From an optimization exercise on the open Yosys and OpenROAD flow, aimed at small area, a short achievable clock period and few clock cycles per item; shortcuts taken in it are not production practice.
The RTL was checked by simulation tests, not by an equivalence proof against the original design.

<file path="flow/config.mk">
export PLATFORM = sky130hd
export DESIGN_NAME = sha256_hash_engine_top
export DESIGN_NICKNAME = sha256_hash_engine_top
export VERILOG_FILES = /design/flow/design.v
export SDC_FILE = /design/flow/constraint.sdc
export NUM_CORES = 4
export LEC_CHECK = 0
export CAP_MARGIN = 20
export CORE_MARGIN = 2
export CORE_UTILIZATION = 40
export SETUP_SLACK_MARGIN = 3.8
export SLEW_MARGIN = 20
export TNS_END_PERCENT = 100
</file>
<file path="flow/constraint.sdc">
create_clock -name core_clock -period 8.5 [get_ports {clk}]
set_input_delay 1.7000 -clock core_clock [delete_from_list [all_inputs] [get_ports {clk}]]
set_output_delay 1.7000 -clock core_clock [all_outputs]
set_load 0.01 [all_outputs]
</file>
<file path="flow/run.sh">
#!/bin/bash
# synth_recipe.tcl (not shown) runs the flow's synth.tcl, then flattens the netlist and writes it again
# the make line also repeats each setting of config.mk as NAME=value (left out here)
make -C /OpenROAD-flow-scripts/flow DESIGN_CONFIG=/design/flow/config.mk WORK_HOME=/design/flow/orfs CLKGATE_MAP_FILE= SYNTH_SCRIPT=/design/flow/synth_recipe.tcl finish
</file>
<file path="flow/design.v">
package sha256_pkg;
  localparam int unsigned WordW   = 32;
  localparam int unsigned BlkWds  = 16;
  localparam int unsigned HashWds = 8;
  localparam logic VAR_SHA256 = 1'b0;
  localparam logic VAR_SHA224 = 1'b1;
  function automatic logic [31:0] ror(input logic [31:0] x, input int unsigned n);
    ror = (x >> n) | (x << (32 - n));
  endfunction
  function automatic logic [31:0] bsig0(input logic [31:0] x);
    bsig0 = ror(x, 2) ^ ror(x, 13) ^ ror(x, 22);
  endfunction
  function automatic logic [31:0] bsig1(input logic [31:0] x);
    bsig1 = ror(x, 6) ^ ror(x, 11) ^ ror(x, 25);
  endfunction
  function automatic logic [31:0] ssig0(input logic [31:0] x);
    ssig0 = ror(x, 7) ^ ror(x, 18) ^ (x >> 3);
  endfunction
  function automatic logic [31:0] ssig1(input logic [31:0] x);
    ssig1 = ror(x, 17) ^ ror(x, 19) ^ (x >> 10);
  endfunction
  function automatic logic [31:0] csa_s(input logic [31:0] x, input logic [31:0] y,
                                        input logic [31:0] z);
    csa_s = x ^ y ^ z;
  endfunction
  function automatic logic [31:0] csa_c(input logic [31:0] x, input logic [31:0] y,
                                        input logic [31:0] z);
    logic [31:0] m;
    m = (x & y) | (x & z) | (y & z);
    csa_c = {m[30:0], 1'b0};
  endfunction
  function automatic logic [31:0] add_ks(input logic [31:0] x, input logic [31:0] y);
    logic [31:0] gg, pp, g2, p2;
    gg = x & y;
    pp = x ^ y;
    for (int l = 1; l < 32; l = l * 2) begin
      g2 = gg; p2 = pp;
      for (int i = l; i < 32; i++) begin
        g2[i] = gg[i] | (pp[i] & gg[i-l]);
        p2[i] = pp[i] & pp[i-l];
      end
      gg = g2; pp = p2;
    end
    add_ks = x ^ y ^ {gg[30:0], 1'b0};
  endfunction
  function automatic logic [31:0] iv_word(input logic variant, input logic [2:0] i);
    logic [31:0] r;
    r = '0;
    if (variant == VAR_SHA224) begin
      case (i)
        3'd0: r = 32'hc1059ed8;
        3'd1: r = 32'h367cd507;
        3'd2: r = 32'h3070dd17;
        3'd3: r = 32'hf70e5939;
        3'd4: r = 32'hffc00b31;
        3'd5: r = 32'h68581511;
        3'd6: r = 32'h64f98fa7;
        default: r = 32'hbefa4fa4;
      endcase
    end else begin
      case (i)
        3'd0: r = 32'h6a09e667;
        3'd1: r = 32'hbb67ae85;
        3'd2: r = 32'h3c6ef372;
        3'd3: r = 32'ha54ff53a;
        3'd4: r = 32'h510e527f;
        3'd5: r = 32'h9b05688c;
        3'd6: r = 32'h1f83d9ab;
        default: r = 32'h5be0cd19;
      endcase
    end
    iv_word = r;
  endfunction
  function automatic logic [31:0] k_const(input logic [5:0] t);
    logic [31:0] r;
    case (t)
      6'd0: r = 32'h428a2f98;  6'd1: r = 32'h71374491;  6'd2: r = 32'hb5c0fbcf;
      6'd3: r = 32'he9b5dba5;  6'd4: r = 32'h3956c25b;  6'd5: r = 32'h59f111f1;
      6'd6: r = 32'h923f82a4;  6'd7: r = 32'hab1c5ed5;  6'd8: r = 32'hd807aa98;
      6'd9: r = 32'h12835b01;  6'd10: r = 32'h243185be; 6'd11: r = 32'h550c7dc3;
      6'd12: r = 32'h72be5d74; 6'd13: r = 32'h80deb1fe; 6'd14: r = 32'h9bdc06a7;
      6'd15: r = 32'hc19bf174; 6'd16: r = 32'he49b69c1; 6'd17: r = 32'hefbe4786;
      6'd18: r = 32'h0fc19dc6; 6'd19: r = 32'h240ca1cc; 6'd20: r = 32'h2de92c6f;
      6'd21: r = 32'h4a7484aa; 6'd22: r = 32'h5cb0a9dc; 6'd23: r = 32'h76f988da;
      6'd24: r = 32'h983e5152; 6'd25: r = 32'ha831c66d; 6'd26: r = 32'hb00327c8;
      6'd27: r = 32'hbf597fc7; 6'd28: r = 32'hc6e00bf3; 6'd29: r = 32'hd5a79147;
      6'd30: r = 32'h06ca6351; 6'd31: r = 32'h14292967; 6'd32: r = 32'h27b70a85;
      6'd33: r = 32'h2e1b2138; 6'd34: r = 32'h4d2c6dfc; 6'd35: r = 32'h53380d13;
      6'd36: r = 32'h650a7354; 6'd37: r = 32'h766a0abb; 6'd38: r = 32'h81c2c92e;
      6'd39: r = 32'h92722c85; 6'd40: r = 32'ha2bfe8a1; 6'd41: r = 32'ha81a664b;
      6'd42: r = 32'hc24b8b70; 6'd43: r = 32'hc76c51a3; 6'd44: r = 32'hd192e819;
      6'd45: r = 32'hd6990624; 6'd46: r = 32'hf40e3585; 6'd47: r = 32'h106aa070;
      6'd48: r = 32'h19a4c116; 6'd49: r = 32'h1e376c08; 6'd50: r = 32'h2748774c;
      6'd51: r = 32'h34b0bcb5; 6'd52: r = 32'h391c0cb3; 6'd53: r = 32'h4ed8aa4a;
      6'd54: r = 32'h5b9cca4f; 6'd55: r = 32'h682e6ff3; 6'd56: r = 32'h748f82ee;
      6'd57: r = 32'h78a5636f; 6'd58: r = 32'h84c87814; 6'd59: r = 32'h8cc70208;
      6'd60: r = 32'h90befffa; 6'd61: r = 32'ha4506ceb; 6'd62: r = 32'hbef9a3f7;
      default: r = 32'hc67178f2;
    endcase
    k_const = r;
  endfunction
endpackage
module sha256_core (
  input  logic        clk,
  input  logic        rst,
  input  logic        variant,
  input  logic        src_valid,
  input  logic [31:0] src_word,
  input  logic        src_len2,     
  output logic        want,         
  output logic        take,
  output logic        out_valid,
  input  logic        out_ready,
  output logic [31:0] out_word,
  output logic [2:0]  out_idx,
  output logic        out_last
);
  logic [15:0][31:0] w;
  logic [31:0] ra, rb, rc, rd, re, rf, rg, q;
  logic [3:0][31:0] ha, he;
  logic [5:0] r;
  logic       run, fin, f0;
  logic       cur_first, cur_last, prv_first, prv_last;
  logic       have0;        
  logic       f_zero, f_need, f_comp, f_61, f_62, f_63;
  logic [5:0] r_next;
  logic [31:0] kq;          
  logic [31:0] w_new, s1, s0, ch, mj, a_new, e_new, sum_a, sum_e, hsel_a, hsel_e;
  logic [31:0] qx, qy, q_new, ld_c;
  logic [31:0] e1s, e1c, a1s, a1c, a2s, a2c, q1s, q1c, q2s, q2c;
  logic        stall, adv, need, opt, start, new_first, fin_go, f0_go;
  logic        fold_a, fold_e, afirst, shift;
  logic [1:0]  aidx, eidx;
  always_comb begin
    need      = run && f_need;
    opt       = !have0 && (run ? (f_62 || f_63) : 1'b1);
    stall     = run && ((need && !src_valid) || (f_61 && out_valid));
    adv       = run && !stall;
    start     = !run && have0 && src_valid;
    new_first = !fin || cur_last;
    fin_go    = fin && (cur_last || start);
    f0_go     = f0 && (!run || adv);
    fold_e    = (adv && (f_61 || f_62 || f_63)) || fin_go;
    fold_a    = (adv && (f_62 || f_63)) || fin_go || f0_go;
    want      = need || opt || (!run && have0);
    take      = want && src_valid;
    shift     = take || (adv && f_comp);
    if (adv) r_next = f_63 ? r : r + 6'd1;
    else if (start) r_next = 6'd0;
    else r_next = r;
  end
  assign w_new = sha256_pkg::ssig1(w[14]) + w[9] + sha256_pkg::ssig0(w[1]) + w[0];
  always_ff @(posedge clk) begin
    if (shift) begin
      for (int i = 0; i < 15; i++) w[i] <= w[i+1];
      w[15] <= take ? src_word : w_new;
    end
  end
  always_comb begin
    aidx   = {f_62 || (run && f_63), f_62 || fin};
    eidx   = {f_61 || f_62, f_61 || (run && f_63)};
    afirst = f0 ? prv_first : cur_first;
    hsel_a = afirst ? sha256_pkg::iv_word(variant, {1'b0, aidx}) : ha[3];
    hsel_e = cur_first ? sha256_pkg::iv_word(variant, {1'b1, eidx}) : he[3];
    sum_a  = hsel_a + ra;
    sum_e  = hsel_e + re;
  end
  always_ff @(posedge clk) begin
    if (fold_a) ha <= {ha[2:0], sum_a};
    if (fold_e) he <= {he[2:0], sum_e};
  end
  always_comb begin
    s1    = sha256_pkg::bsig1(re);
    ch    = (re & rf) ^ (~re & rg);
    s0    = sha256_pkg::bsig0(ra);
    mj    = (ra & rb) ^ (ra & rc) ^ (rb & rc);
    e1s   = sha256_pkg::csa_s(q, ch, s1);
    e1c   = sha256_pkg::csa_c(q, ch, s1);
    e_new = sha256_pkg::add_ks(e1s, e1c);
    a1s   = sha256_pkg::csa_s(re, ~rd, mj);
    a1c   = sha256_pkg::csa_c(re, ~rd, mj) | 32'd1;
    a2s   = sha256_pkg::csa_s(a1s, a1c, s0);
    a2c   = sha256_pkg::csa_c(a1s, a1c, s0);
    a_new = sha256_pkg::add_ks(a2s, a2c);
    ld_c  = cur_first ? sha256_pkg::iv_word(variant, 3'd2) : ha[1];
    if (run) begin
      qx = rg;
      qy = f_zero ? ld_c : rb;
    end else begin
      qx = new_first ? sha256_pkg::iv_word(variant, 3'd7) : he[2];
      qy = new_first ? sha256_pkg::iv_word(variant, 3'd3) : ha[1];
    end
    q1s   = sha256_pkg::csa_s(kq, w[15], qx);
    q1c   = sha256_pkg::csa_c(kq, w[15], qx);
    q2s   = sha256_pkg::csa_s(q1s, q1c, qy);
    q2c   = sha256_pkg::csa_c(q1s, q1c, qy);
    q_new = q2s + q2c;
  end
  always_ff @(posedge clk) begin
    if (start) kq <= sha256_pkg::k_const(6'd1);
    else if (!stall) kq <= sha256_pkg::k_const(f_63 ? 6'd0 : r + 6'd2);
  end
  always_ff @(posedge clk) begin
    if (adv) begin
      re <= e_new; rf <= re; rg <= rf;
      q  <= q_new;
    end else if (start) begin
      if (new_first) begin
        re <= sha256_pkg::iv_word(variant, 3'd4);
        rf <= sha256_pkg::iv_word(variant, 3'd5);
        rg <= sha256_pkg::iv_word(variant, 3'd6);
      end else begin
        re <= sum_e; rf <= he[0]; rg <= he[1];
      end
      q <= q_new;
    end
  end
  always_ff @(posedge clk) begin
    if (adv && f_zero) begin
      if (cur_first) begin
        ra <= sha256_pkg::iv_word(variant, 3'd0);
        rb <= sha256_pkg::iv_word(variant, 3'd1);
        rc <= sha256_pkg::iv_word(variant, 3'd2);
        rd <= sha256_pkg::iv_word(variant, 3'd3);
      end else begin
        ra <= sum_a; rb <= ha[0]; rc <= ha[1]; rd <= ha[2];
      end
    end else if (adv || fin_go) begin
      ra <= a_new; rb <= ra; rc <= rb; rd <= rc;
    end
  end
  always_ff @(posedge clk) begin
    if (rst) begin
      run       <= 1'b0;
      fin       <= 1'b0;
      f0        <= 1'b0;
      r         <= 6'd63;
      f_zero    <= 1'b0;
      f_need    <= 1'b0;
      f_comp    <= 1'b0;
      f_61      <= 1'b0;
      f_62      <= 1'b0;
      f_63      <= 1'b1;
      cur_first <= 1'b1;
      cur_last  <= 1'b0;
      prv_first <= 1'b1;
      prv_last  <= 1'b0;
      have0     <= 1'b0;
    end else begin
      r      <= r_next;
      f_zero <= (r_next == 6'd0);
      f_need <= (r_next <= 6'd13);
      f_comp <= (r_next >= 6'd14) && (r_next <= 6'd61);
      f_61   <= (r_next == 6'd61);
      f_62   <= (r_next == 6'd62);
      f_63   <= (r_next == 6'd63);
      if (opt && src_valid) have0 <= 1'b1;
      else if (start) have0 <= 1'b0;
      if (fin_go) begin
        f0        <= 1'b1;
        prv_first <= cur_first;
        prv_last  <= cur_last;
      end else if (f0_go) begin
        f0 <= 1'b0;
      end
      if (adv) begin
        if (f_63) begin
          run <= 1'b0;
          fin <= 1'b1;
        end
      end else if (start) begin
        run       <= 1'b1;
        fin       <= 1'b0;
        cur_first <= new_first;
        cur_last  <= 1'b0;
      end else if (fin_go) begin
        fin <= 1'b0;
      end
      if (adv && need && src_len2) cur_last <= 1'b1;
    end
  end
  always_comb begin
    out_word = out_idx[2] ? he[out_idx[1:0]] : ha[out_idx[1:0]];
    out_last = (out_idx == ((variant == sha256_pkg::VAR_SHA224) ? 3'd6 : 3'd7));
  end
  always_ff @(posedge clk) begin
    if (rst) begin
      out_valid <= 1'b0;
      out_idx   <= '0;
    end else if (f0_go && prv_last) begin
      out_valid <= 1'b1;
      out_idx   <= '0;
    end else if (out_valid && out_ready) begin
      out_idx <= out_idx + 3'd1;
      if (out_last) out_valid <= 1'b0;
    end
  end
endmodule
module sha256_hash_engine_top (
  input  logic        clk,
  input  logic        rst,
  input  logic        cfg_valid,
  output logic        cfg_ready,
  input  logic        cfg_data,
  input  logic        s_axis_tvalid,
  output logic        s_axis_tready,
  input  logic [39:0] s_axis_tdata,    
  input  logic        s_axis_tlast,
  output logic        m_axis_tvalid,
  input  logic        m_axis_tready,
  output logic [39:0] m_axis_tdata,    
  output logic        m_axis_tlast
);
  localparam logic [1:0] S_DATA = 2'd0, S_P80 = 2'd1, S_ZERO = 2'd2, S_LEN2 = 2'd3;
  logic [1:0]  src_st;
  logic [3:0]  pos;         
  logic [58:0] words;       
  logic [1:0]  tail;        
  logic        variant;
  logic [2:0]  cnt;
  logic [31:0] in_word, pad_calc, gen_word, out_word;
  logic        gen_valid;
  logic [2:0]  out_idx;
  logic        want, take, out_valid, out_last;
  assign in_word = s_axis_tdata[31:0];
  assign cnt     = (s_axis_tdata[34:32] > 3'd4) ? 3'd4 : s_axis_tdata[34:32];
  always_comb begin
    case (cnt)
      3'd1:    pad_calc = {in_word[31:24], 24'h80_0000};
      3'd2:    pad_calc = {in_word[31:16], 16'h8000};
      3'd3:    pad_calc = {in_word[31:8], 8'h80};
      default: pad_calc = 32'h8000_0000;
    endcase
  end
  always_comb begin
    gen_valid = (src_st != S_DATA) || s_axis_tvalid;
    case (src_st)
      S_DATA:  gen_word = (!s_axis_tlast || cnt == 3'd4) ? in_word : pad_calc;
      S_P80:   gen_word = 32'h8000_0000;
      S_ZERO:  gen_word = (pos == 4'd14) ? words[58:27] : 32'd0;
      default: gen_word = {words[26:0], tail, 3'd0};
    endcase
  end
  always_ff @(posedge clk) begin
    if (rst) begin
      src_st    <= S_DATA;
      pos       <= '0;
      words     <= '0;
      tail      <= '0;
      variant   <= sha256_pkg::VAR_SHA256;
    end else begin
      if (cfg_valid) variant <= cfg_data;
      if (take) begin
        pos <= pos + 4'd1;
        case (src_st)
          S_DATA: begin
            if (!s_axis_tlast || cnt == 3'd4) words <= words + 59'd1;
            if (s_axis_tlast) begin
              tail   <= cnt[1:0];
              src_st <= (cnt == 3'd4) ? S_P80 : S_ZERO;
            end
          end
          S_P80:  src_st <= S_ZERO;
          S_ZERO: if (pos == 4'd14) src_st <= S_LEN2;
          default: begin
            src_st <= S_DATA;
            words  <= '0;
            tail   <= '0;
          end
        endcase
      end
    end
  end
  always_comb begin
    cfg_ready     = 1'b1;
    s_axis_tready = want && (src_st == S_DATA);
    m_axis_tvalid = out_valid;
    m_axis_tdata  = {5'd0, out_idx, out_word};
    m_axis_tlast  = out_last;
  end
  sha256_core u_core (
    .clk       (clk),
    .rst       (rst),
    .variant   (variant),
    .src_valid (gen_valid),
    .src_word  (gen_word),
    .src_len2  (src_st == S_LEN2),
    .want      (want),
    .take      (take),
    .out_valid (out_valid),
    .out_ready (m_axis_tready),
    .out_word  (out_word),
    .out_idx   (out_idx),
    .out_last  (out_last)
  );
endmodule
</file>
==> impl_metrics.toml, run 1 <==
[worst_setup_path]
end_kind = "flop"
r2r-start = "u_core.w[466]$_DFFE_PP_"
cp.required_ps = 9020
path_common_cell = "xnor2_2"
rr_endpoint = "u_core.w[511]$_DFFE_PP_"
cp_slowest_cell = "edfxtp_1"
cp_max_fo = 3
crit_path_cell_trace = "xnor2_2, xnor2_2, fa_1, inv_1, fa_1, inv_2, ha_4, inv_2, fa_2, nand2b_4, a211o_1, a21oi_4, o211ai_1, a21oi_2, o211a_1, a311o_1, a21oi_2, xnor2_2, mux2i_1"
cp-start-kind = "flop"
crit_type = "reg -> reg"
rr_worst_depth = 19
ff2ff_setup_slack_ps = 3700
cp_data_arrival_time_ps = 5320
slowest_delay_ps = 560

[finish]
syn_to_final_growth_pct = 16.4
layout-drive-gt1-share_pct = 14.0
nets = 6460
final_area_um2 = 75600

[sta]
finalClockSkew_ps = 66.8
setup_tns_ps = 0
max_slew.worst_pin.slew_ps = 1160
post-route-period-util_pct = 56.4
layout_min_cycle_time_ps = 4800
max-slew-margin-rel_pct = 22.2
fmax_mhz = 208
drv_slew = 0
rsz0062_at_grt = "true"
setup_viol = 0
hold_viol_final = 0

[routing]
ant_nets = 0
vias_per_cell = 5.66
routed_wirelength_um = 210000
wire_per_inst_um = 25.5
drtPass1Iterations = 6
vias = 46600
post-route-drc-count = 0
drt_iter0_drc = 5367

[die]
die_h_um = 407
io_pins = 91
num_rows = 147
start_util_pct = 40.3
die_w_um = 407
core_um2 = 161000
dieArea_um2 = 166000

[global_route]
use_met2_pct = 38.0
grt_pass1_wl_um = 299000
grt_usage_pct = 24.8
grt_use_met3_pct = 5.09
grt_busiest_layer = "met2"
antenna_found_initial = 3
grt-ovfl-total = 0
grt_max_degree = 167
grtUsageMet1_pct = 34.9
grt_pass1_vias = 43900

[min_path]
hold_path_class = "reg -> reg"
whs_path_depth = 0
worstHoldEndpoint = "u_core.w[36]$_DFFE_PP_"
hold_start = "u_core.w[68]$_DFFE_PP_"

[cts]
cts_made_buffers = 130
cts_tree = "done"
clk_pin_slew_ps = 60
clockBufferDepth = 3
h-tree-depth = 4
cts_root_buffer = "clkbuf_16"
clk_latency_ps = 790
clock_sinks = 1148

[place]
place.gp.congestion = 0.946
io_buffer_count = 79
dpl.hpwl_um = 147000
dpl_cell_area_um2 = 67900

[flow_run]
max_cap_viol_count = 0

[yosys]
yosysWarnings = 2
seq_area_frac_synth_pct = 51.2
avgSynthCellArea_um2 = 11.2
synth-seq-cells = 1148
async_flop_share_pct = 0
synth_area_um2 = 64900
ys.flop_type = "edfxtp_1"
synthCells = 5802
synth_cell_type_count = 93
synth_edf_count = 1024

[status]
outcome = "complete, no violations"
==> how the worst max path moves through the flow <==
stage                     depth (start not counted)  slack [ps]                 endpoint                         start
final                                            19        3700  u_core.w[511]$_DFFE_PP_       u_core.w[466]$_DFFE_PP_
after global placement                           19        2160   u_core.q[29]$_DFFE_PP_       u_core.fin$_SDFFE_PP0P_
after floorplan                                   9        3460    u_core.w[0]$_DFFE_PP_                 s_axis_tvalid
after global routing                             21        3570   u_core.q[29]$_DFFE_PP_  u_core.cur_last$_SDFFE_PP0P_
after detailed placement                         17        2130   u_core.q[29]$_DFFE_PP_       u_core.fin$_SDFFE_PP0P_
after CTS                                        17        3700  u_core.w[510]$_DFFE_PP_        u_core.w[41]$_DFFE_PP_
==> cells by family after synthesis <==
| logic type | share of synthesized area [%] |
|---|---|
| adder cells (fa/ha/maj) | 11.6 |
| buffers and inverters | 4.71 |
| multiplexers | 3.74 |
| AO/OA/AOI/OAI | 13.1 |
| flip-flops | 51.2 |
| AND/OR/NAND/NOR | 9.19 |
| XOR/XNOR | 6.42 |
| other | 0.0116 |
==> per-stage QoR <==
| stage | std cells | util [%] | setup WS (ps) | hold slack, ps |
|---|---|---|---|---|
| 4_1_cts | 8142 | 46.0 | 3700 | 396 |
| 6_report | 8235 | 47.0 | 3700 | 400 |
| 3_5_place_dp | 7782 | 42.2 | 2130 | 405 |
| 2_1_floorplan | 5806 | - | 3460 | 400 |
| 5_1_grt | 8235 | 47.0 | 3570 | 409 |
| 3_3_place_gp | 7782 | 42.2 | 2160 | 400 |
==> area by class of cell <==
| cell class | instances | area, µm² |
|---|---|---|
| antenna | 1 | 2.50 |
| timing repair inverter | 1 | 5.00 |
| tap | 2160 | 2700 |
| clock inverter | 65 | 696 |
| sequential | 1148 | 33300 |
| fill | 14600 | 85400 |
| clock buffer | 175 | 3520 |
| inverter | 477 | 1810 |
| timing repair buffer | 358 | 3410 |
| multi-input combinational | 3850 | 30100 |
==> synth_stat cells (8+ instances only) <==
cell         n  area share [%]
mux2i_1     50            0.77
dfxtp_1    124             3.8
a211oi_1    99             1.1
o311ai_0    13            0.18
a22oi_1     36            0.42
mux4_2      64             2.2
a21oi_1    431             3.3
a311oi_1    23            0.31
xor2_1     173             2.3
a21o_1     105             1.2
nand2b_1    35            0.34
mux2_2      43            0.75
or3_1       30            0.29
nor2_1     372             2.2
nand4_1     19            0.18
o21bai_1    19            0.22
a211o_1     10            0.13
xnor2_1    303             4.1
o31ai_1     12            0.14
nor4_1       9           0.087
nand2_1    570             3.3
maj3_1      30            0.46
buf_1       46            0.27
nor2b_1     30            0.29
clkbuf_1   280             1.6
o21ai_1     12           0.093
fa_1       220             6.8
nor3_1      96            0.74
o211ai_1    45            0.52
a221oi_1    10            0.13
edfxtp_1  1024              47
a31oi_1     30            0.29
o21a_1      40            0.46
a221o_1     10            0.15
and3_1      39            0.38
nand3_1     90            0.69
ha_1       227             4.4
and2_1      13            0.13
or2_2       14            0.13
a22o_1       8            0.11
inv_1      473             2.7
o21ai_0    380             2.9
o22ai_1     19            0.18
==> cell usage in the layout, fill, tap and decap left out, drive strengths merged, types with 31 or more instances in the layout <==
cell / count
a21oi: 432
nor2: 372
xor2: 173
ha: 227
buf: 272
edfxtp: 1024
a21o: 105
clkbuf: 178
nand3: 93
dfxtp: 124
o21ai: 392
nand2: 571
inv: 480
clkinv: 53
a211oi: 100
clkdlybuf4s50: 71
o211ai: 45
mux2: 43
nor3: 98
a22oi: 36
fa: 220
o21a: 40
nand2b: 35
and3: 39
mux2i: 50
mux4: 64
xnor2: 303
nor2b: 31
==> layer usage <==
layer  part of all wire (%)  routed length (µm)
met5                      0                   0
met3                    8.4               17600
met2                     45               95300
met4                    3.2                6720
met1                     43               90100
==> registers in the layout (all words and copies together), names as in the netlist, 59 cells and up <==
signal     flops
u_core.w     512
u_core.ha    128
u_core.he    128
words         59
==> timing repair <==
| action | CTS | global route |
|---|---|---|
| setup endpoints to repair | 142 | 59 |
| hold buffers | 0 | 0 |
| buffers inserted | 113 | 88 |
| gates resized for setup | 188 | 161 |
| pin swaps | 51 | 94 |
| gates cloned | 7 | 3 |
==> worst max-delay path, delay by kind of cell (launching register included) <==
family / cells / cell delay (ps)
AO/OA/AOI/OAI: 7 / 1370
XOR/XNOR: 3 / 610
adder cells (fa/ha/maj): 4 / 1530
buffers and inverters: 3 / 170
flip-flops: 1 / 560
multiplexers: 1 / 110
AND/OR/NAND/NOR: 1 / 160
Testbench counts, summed over its fixed seeds: cycles 55,304, bytes 42,816.
==> inputs of run 2 (changes only) <==
--- a/flow/config.mk
+++ b/flow/config.mk
@@ -10,2 +10,3 @@
 export CORE_UTILIZATION = 40
+export GPL_ROUTABILITY_DRIVEN = 0
 export SETUP_SLACK_MARGIN = 3.8
==> impl_metrics.toml, run 2 <==
[status]
outcome = "complete, no violations"

[sta]
drv_slew = 0
fmax_mhz = 204
max_slew.worst_pin.slew_ps = 1170
setup_tns_ps = 0
rsz0062_at_grt = "true"
hold_ws_ps = 393
finalClockSkew_ps = 81.0
max-slew-margin-rel_pct = 21.8
post-route-period-util_pct = 57.7
hold_viol_final = 0
setup_viol = 0
finalWorstSetupSlack_ps = 3600
layout_min_cycle_time_ps = 4900

[yosys]
synth_common_cells = "edfxtp_1, nand2_1, inv_1"
synth_area_um2 = 64900
synthTopCellsByArea = "edfxtp_1, fa_1, ha_1"
synth_edf_count = 1024
yosysWarnings = 2
synthCells = 5802
netlist.area_leader.share_pct = 47.4
async_flop_share_pct = 0
synth_most_common_cell = "edfxtp_1"
synth-seq-cells = 1148
seq_area_frac_synth_pct = 51.2
ys.flop_type = "edfxtp_1"
avgSynthCellArea_um2 = 11.2
synth_cell_type_count = 93
yosys.area.top_type = "edfxtp_1"

[finish]
layout-drive-gt1-share_pct = 13.7
layout_common_cells = "edfxtp_1, nand2_1, inv_1"
n_fill_cell = 14500
syn_to_final_growth_pct = 16.3
layout_commonest_cell = "edfxtp_1"
largest_reg_flops = 512
largest_register = "u_core.w"
nets = 6442
reg.largest.list = "u_core.w (512), u_core.ha (128), u_core.he (128)"

[cts]
cts_tree = "done"
clock_sinks = 1148
h-tree-depth = 4
clockBufferDepth = 3
clk_pin_slew_ps = 60
cts_root_buffer = "clkbuf_16"
cts_made_buffers = 132
clk_latency_ps = 790
holdBufCountCts = 0

[routing]
drtPass1Iterations = 6
post-route-drc-count = 0
drt_iter0_drc = 6344
wire_per_inst_um = 24.6
vias = 47000
vias_per_cell = 5.72
routed_wirelength_um = 202000
ant_nets = 0

[die]
start_util_pct = 40.3
die_w_um = 407
dieArea_um2 = 166000
io_pins = 91
core_um2 = 161000
num_rows = 147
die_h_um = 407

[min_path]
hold_path_class = "reg -> reg"
whs_path_depth = 0

[global_route]
antenna_found_initial = 7
grt_pass1_wl_um = 291000
grt_pass1_vias = 44300
grt-ovfl-total = 0
grt_max_degree = 168
grt_usage_pct = 23.9

[worst_setup_path]
path_common_cell = "a21oi_2"
end_kind = "flop"
rr_worst_depth = 21
slowest_delay_ps = 460
crit_type = "reg -> reg"
cp_slowest_cell = "fa_1"
cp.required_ps = 8960
cp_max_fo = 35
cp-start-kind = "flop"
crit_path_cell_trace = "clkinv_8, buf_12, nor2_2, buf_6, a21oi_1, nand2_1, o21ai_0, a21oi_2, fa_1, ha_1, o21a_1, o21ai_0, nand2b_1, a21oi_2, a211oi_4, buf_6, o41ai_4, o21ai_2, a21oi_2, nor4bb_1, a211o_1"
cp_data_arrival_time_ps = 5360

[flow_run]
max_cap_viol_count = 0

[place]
io_buffer_count = 79
dpl.hpwl_um = 142000
pre_cts_slack_ps = 2100
==> run 2: cell counts after synthesis <==
No cell type changed its count.
==> run 2: cells by family (layout without fill, tap and decap cells) <==
| family | count (synthesis) | in the layout | synth area share (%) |
|---|---|---|---|
| AO/OA/AOI/OAI | 1382 | 1382 | 13.1 |
| buffers and inverters | 809 | 1053 | 4.71 |
| flip-flops | 1148 | 1148 | 51.2 |
| adder cells (fa/ha/maj) | 477 | 477 | 11.6 |
| AND/OR/NAND/NOR | 1351 | 1352 | 9.19 |
| other | 2 | 7 | 0.0116 |
| multiplexers | 157 | 157 | 3.74 |
| XOR/XNOR | 476 | 476 | 6.42 |
==> run 2: cell type report <==
type | instances | area, µm² | share of cell area [%]
Timing Repair inverter | 2 | 16.3 | 0.0216
Tap cell | 2160 | 2700 | 3.58
Clock buffer | 155 | 3400 | 4.50
Antenna cell | 1 | 2.50 | 0.00332
Sequential cell | 1148 | 33300 | 44.1
Multi-Input combinational cell | 3850 | 30100 | 39.9
Timing Repair Buffer | 337 | 3170 | 4.20
Clock inverter | 82 | 1010 | 1.34
Inverter | 477 | 1810 | 2.40
==> run 2: worst max-delay path: cells and delay by family, from the launching register on <==
kind,cells,cell delay [ps]
buffers and inverters,4,730
and+or+nand+nor,4,440
adders and majority gates,2,820
DFF,1,450
AOI/OAI and AO/OA,11,2140
==> run 2: what timing repair did <==
action	4_1_cts	5_1_grt
gates resized for setup	191	144
pin swaps	63	97
gates cloned	6	2
setup endpoints to repair	156	66
setup buffers	109	81
==> run 2: path summary, 6_finish.rpt <==
check                                      from                     end  slack, ps
setup / recovery  u_core.cur_first$_SDFFE_PP1P_  u_core.q[29]$_DFFE_PP_       3600
hold / removal          u_core.w[120]$_DFFE_PP_  u_core.w[88]$_DFFE_PP_        390
setup reg to reg  u_core.cur_first$_SDFFE_PP1P_  u_core.q[29]$_DFFE_PP_       3600
hold reg to reg         u_core.w[120]$_DFFE_PP_  u_core.w[88]$_DFFE_PP_        390
==> run 2: metal layers <==
metal  GRT usage, %  wire length (µm)
met5              0                12
met4           8.46              7780
met3           4.38             17500
met2           37.0             91700
met1           33.6             85000
==> run 2: stage by stage <==
| step | area (µm²) | utilization [%] | cells |
|---|---|---|---|
| 2_1_floorplan | 65100 | - | 5806 |
| 5_1_grt | 75500 | 46.9 | 8211 |
| 3_3_place_gp | 67900 | 42.2 | 7775 |
| 6_report | 75500 | 46.9 | 8212 |
| 4_1_cts | 74200 | 46.1 | 8127 |
| 3_5_place_dp | 67900 | 42.2 | 7775 |
==> inputs of run 3 (changes only) <==
--- a/flow/config.mk
+++ b/flow/config.mk
@@ -10,4 +10,6 @@
 export CORE_UTILIZATION = 40
-export GPL_ROUTABILITY_DRIVEN = 0
-export SETUP_SLACK_MARGIN = 3.8
+export CTS_BUF_LIST = sky130_fd_sc_hd__clkbuf_8 sky130_fd_sc_hd__clkbuf_16
+export CTS_CLUSTER_DIAMETER = 60
+export CTS_CLUSTER_SIZE = 24
+export SETUP_SLACK_MARGIN = 3.7
 export SLEW_MARGIN = 20
==> impl_metrics.toml, run 3 <==
[status]
outcome = "complete, no violations"

[yosys]
netlist.area_leader.share_pct = 47.4
synth_edf_count = 1024
async_flop_share_pct = 0
synth-seq-cells = 1148
synth_most_common_cell = "edfxtp_1"
avgSynthCellArea_um2 = 11.2
seq_area_frac_synth_pct = 51.2
yosysWarnings = 2
synth_common_cells = "edfxtp_1, nand2_1, inv_1"
yosys.area.top_type = "edfxtp_1"
synthTopCellsByArea = "edfxtp_1, fa_1, ha_1"
ys.flop_type = "edfxtp_1"
synth_area_um2 = 64900
synthCells = 5802
synth_cell_type_count = 93

[worst_setup_path]
cp_top_family = "compound AO/OA/AOI/OAI gates"
crit_type = "reg -> reg"
cp_max_fo = 6
crit_path_cell_trace = "xnor2_1, xnor2_1, fa_1, inv_1, fa_1, inv_1, ha_1, o21a_1, o21a_1, o21a_1, a31oi_1, nand2_1, o211a_1, a311o_1, a21oi_2, xnor2_2, mux2i_1"
slowest_delay_ps = 630
cp_data_arrival_time_ps = 5350
cp-start-kind = "flop"
cp.required_ps = 8980
end_kind = "flop"
path_common_cell = "o21a_1"
cp_slowest_cell = "edfxtp_1"
critPathBufInv = 2

[die]
start_util_pct = 40.3
dieArea_um2 = 166000
io_pins = 91
num_rows = 147
core_um2 = 161000
die_w_um = 407
die_h_um = 407

[finish]
largest_reg_flops = 512
layout_common_cells = "edfxtp_1, nand2_1, inv_1"
syn_to_final_growth_pct = 15.1
layout_commonest_cell = "edfxtp_1"
layout-drive-gt1-share_pct = 13.2
largest_register = "u_core.w"
nets = 6380
reg.largest.list = "u_core.w (512), u_core.ha (128), u_core.he (128)"

[cts]
cts_made_buffers = 104
cts_root_buffer = "clkbuf_16"
clk_pin_slew_ps = 90
clk_latency_ps = 780
clockBufferDepth = 3
clock_sinks = 1148
cts_tree = "done"
holdBufCountCts = 0
h-tree-depth = 3

[sta]
setup_viol = 0
max-slew-margin-rel_pct = 24.9
finalClockSkew_ps = 95.6
hold_viol_final = 0
hold_ws_ps = 381
fmax_mhz = 205
drv_slew = 0
rsz0062_at_grt = "true"
post-route-period-util_pct = 57.3
layout_min_cycle_time_ps = 4870
setup_tns_ps = 0
max_slew.worst_pin.slew_ps = 1110

[place]
dpl.hpwl_um = 147000
io_buffer_count = 79
place.gp.congestion = 0.923

[flow_run]
max_cap_viol_count = 0

[global_route]
grt-ovfl-total = 0
grt_pass1_wl_um = 296000
grt_pass1_vias = 43300
grt_usage_pct = 24.5
grt_max_degree = 187
antenna_found_initial = 3

[routing]
top_layer_used = "met5"
vias = 46200
routed_wirelength_um = 207000
route.met3.wl_um = 17400
drt_iter0_drc = 5232
drtPass1Iterations = 6
post-route-drc-count = 0
wl_met1_um = 88500
vias_per_cell = 5.68
wl_met2_um = 94100
ant_nets = 0
wire_per_inst_um = 25.5

[min_path]
hold_path_class = "reg -> reg"
run 3: cell count changes in the layout (fill, tap and decap cells not counted), moves of 9 or more:
| cell | delta |
|---|---|
| inv_12 | +10 |
| clkbuf_16 | -26 |
| clkbuf_1 | -22 |
| clkinv_8 | +9 |
| inv_8 | +15 |
| clkinv_1 | -30 |
| buf_4 | -31 |
run 3: final timing paths:
path | slack [ps] | cells past startpoint | from | end
setup / recovery | 3630 | 17 | u_core.w[475]$_DFFE_PP_ | u_core.w[511]$_DFFE_PP_
hold / removal | 380 | 0 | u_core.w[196]$_DFFE_PP_ | u_core.w[164]$_DFFE_PP_
setup reg to reg | 3630 | 17 | u_core.w[475]$_DFFE_PP_ | u_core.w[511]$_DFFE_PP_
hold reg to reg | 380 | 0 | u_core.w[196]$_DFFE_PP_ | u_core.w[164]$_DFFE_PP_
run 3: cell families after synthesis:
family,share of synthesized area (%)
flip-flops,51.2
adder cells (fa/ha/maj),11.6
buffers and inverters,4.71
XOR/XNOR,6.42
multiplexers,3.74
AND/OR/NAND/NOR,9.19
other,0.0116
AO/OA/AOI/OAI,13.1
run 3: through the flow:
stage	cells	instance area (µm²)	worst slack, ps	utilization (%)
global placement	7780	67900	2250	42.2
global route	8136	74700	3520	46.4
floorplan	5806	65100	3460	-
CTS	8071	73500	3660	45.7
finish	8138	74700	3630	46.4
detailed placement	7780	67900	2190	42.2
run 3: timing repair:
item / in CTS / in global routing
setup endpoints to repair: 144 / 53
pin swaps: 65 / 69
gates resized for setup: 173 / 146
buffers inserted: 92 / 60
cloned: 4 / 3
run 3: area by class of cell:
type	count	area, µm²
clock inverters	91	1340
clock buffers	104	2600
well taps	2160	2700
inverters	477	1800
diodes	3	7.51
repair buffers	306	2990
fillers	14600	86200
multi-input cells	3849	30000
flip-flops and latches	1148	33300
run 3: worst reg2reg max path, delay by kind of cell, from the launching register on:
| family | cells | cell delay, ps |
|---|---|---|
| AO/OA/AOI/OAI | 7 | 1640 |
| XOR/XNOR | 3 | 610 |
| adder cells (fa/ha/maj) | 3 | 1390 |
| buffers and inverters | 2 | 100 |
| flip-flops | 1 | 630 |
| multiplexers | 1 | 110 |
| AND/OR/NAND/NOR | 1 | 110 |
run 3: metal layers:
metal  vias up  GRT usage (%)
met1     23100           34.6
met4         2           8.56
li1      20800              -
met3       315           4.67
met2      1944           37.6
met5         -              0

## static timing again, ports no longer ideal
How much do the figures lean on ideal ports? The routed layouts below were timed once more, with nothing changed but the port constraints. Step 1 (the two cells are an assumption about what drives the block):
set clk [get_ports {clk}]
set_driving_cell -lib_cell sky130_fd_sc_hd__clkbuf_16 $clk
set_driving_cell -lib_cell sky130_fd_sc_hd__buf_2 [delete_from_list [all_inputs] $clk]
Step 2 also shifts input and output timing later by t, the mid clock arrival at the registers, as if the neighbouring blocks saw the same clock. Three values: ideal ports, drivers, drivers and shift; two values: the first two.
| run | shift t [ns] | setup slack, ns | worst setup path at the end | pins driven straight from the clock port |
|---|---|---|---|---|
| run 1 | 0.839 | 3.703 / 3.703 / 3.157 | input to register | 1 |
| run 2 | 0.837 | 3.599 / 3.599 / 3.230 | input to register | 1 |
| run 3 | 0.821 | 3.627 / 3.627 / 3.216 | input to register | 1 |
After both steps every run listed still meets setup and hold. The setup slack of run 1, which loses most, moves by 0.000 ns with the drivers and by -0.546 ns with both steps.
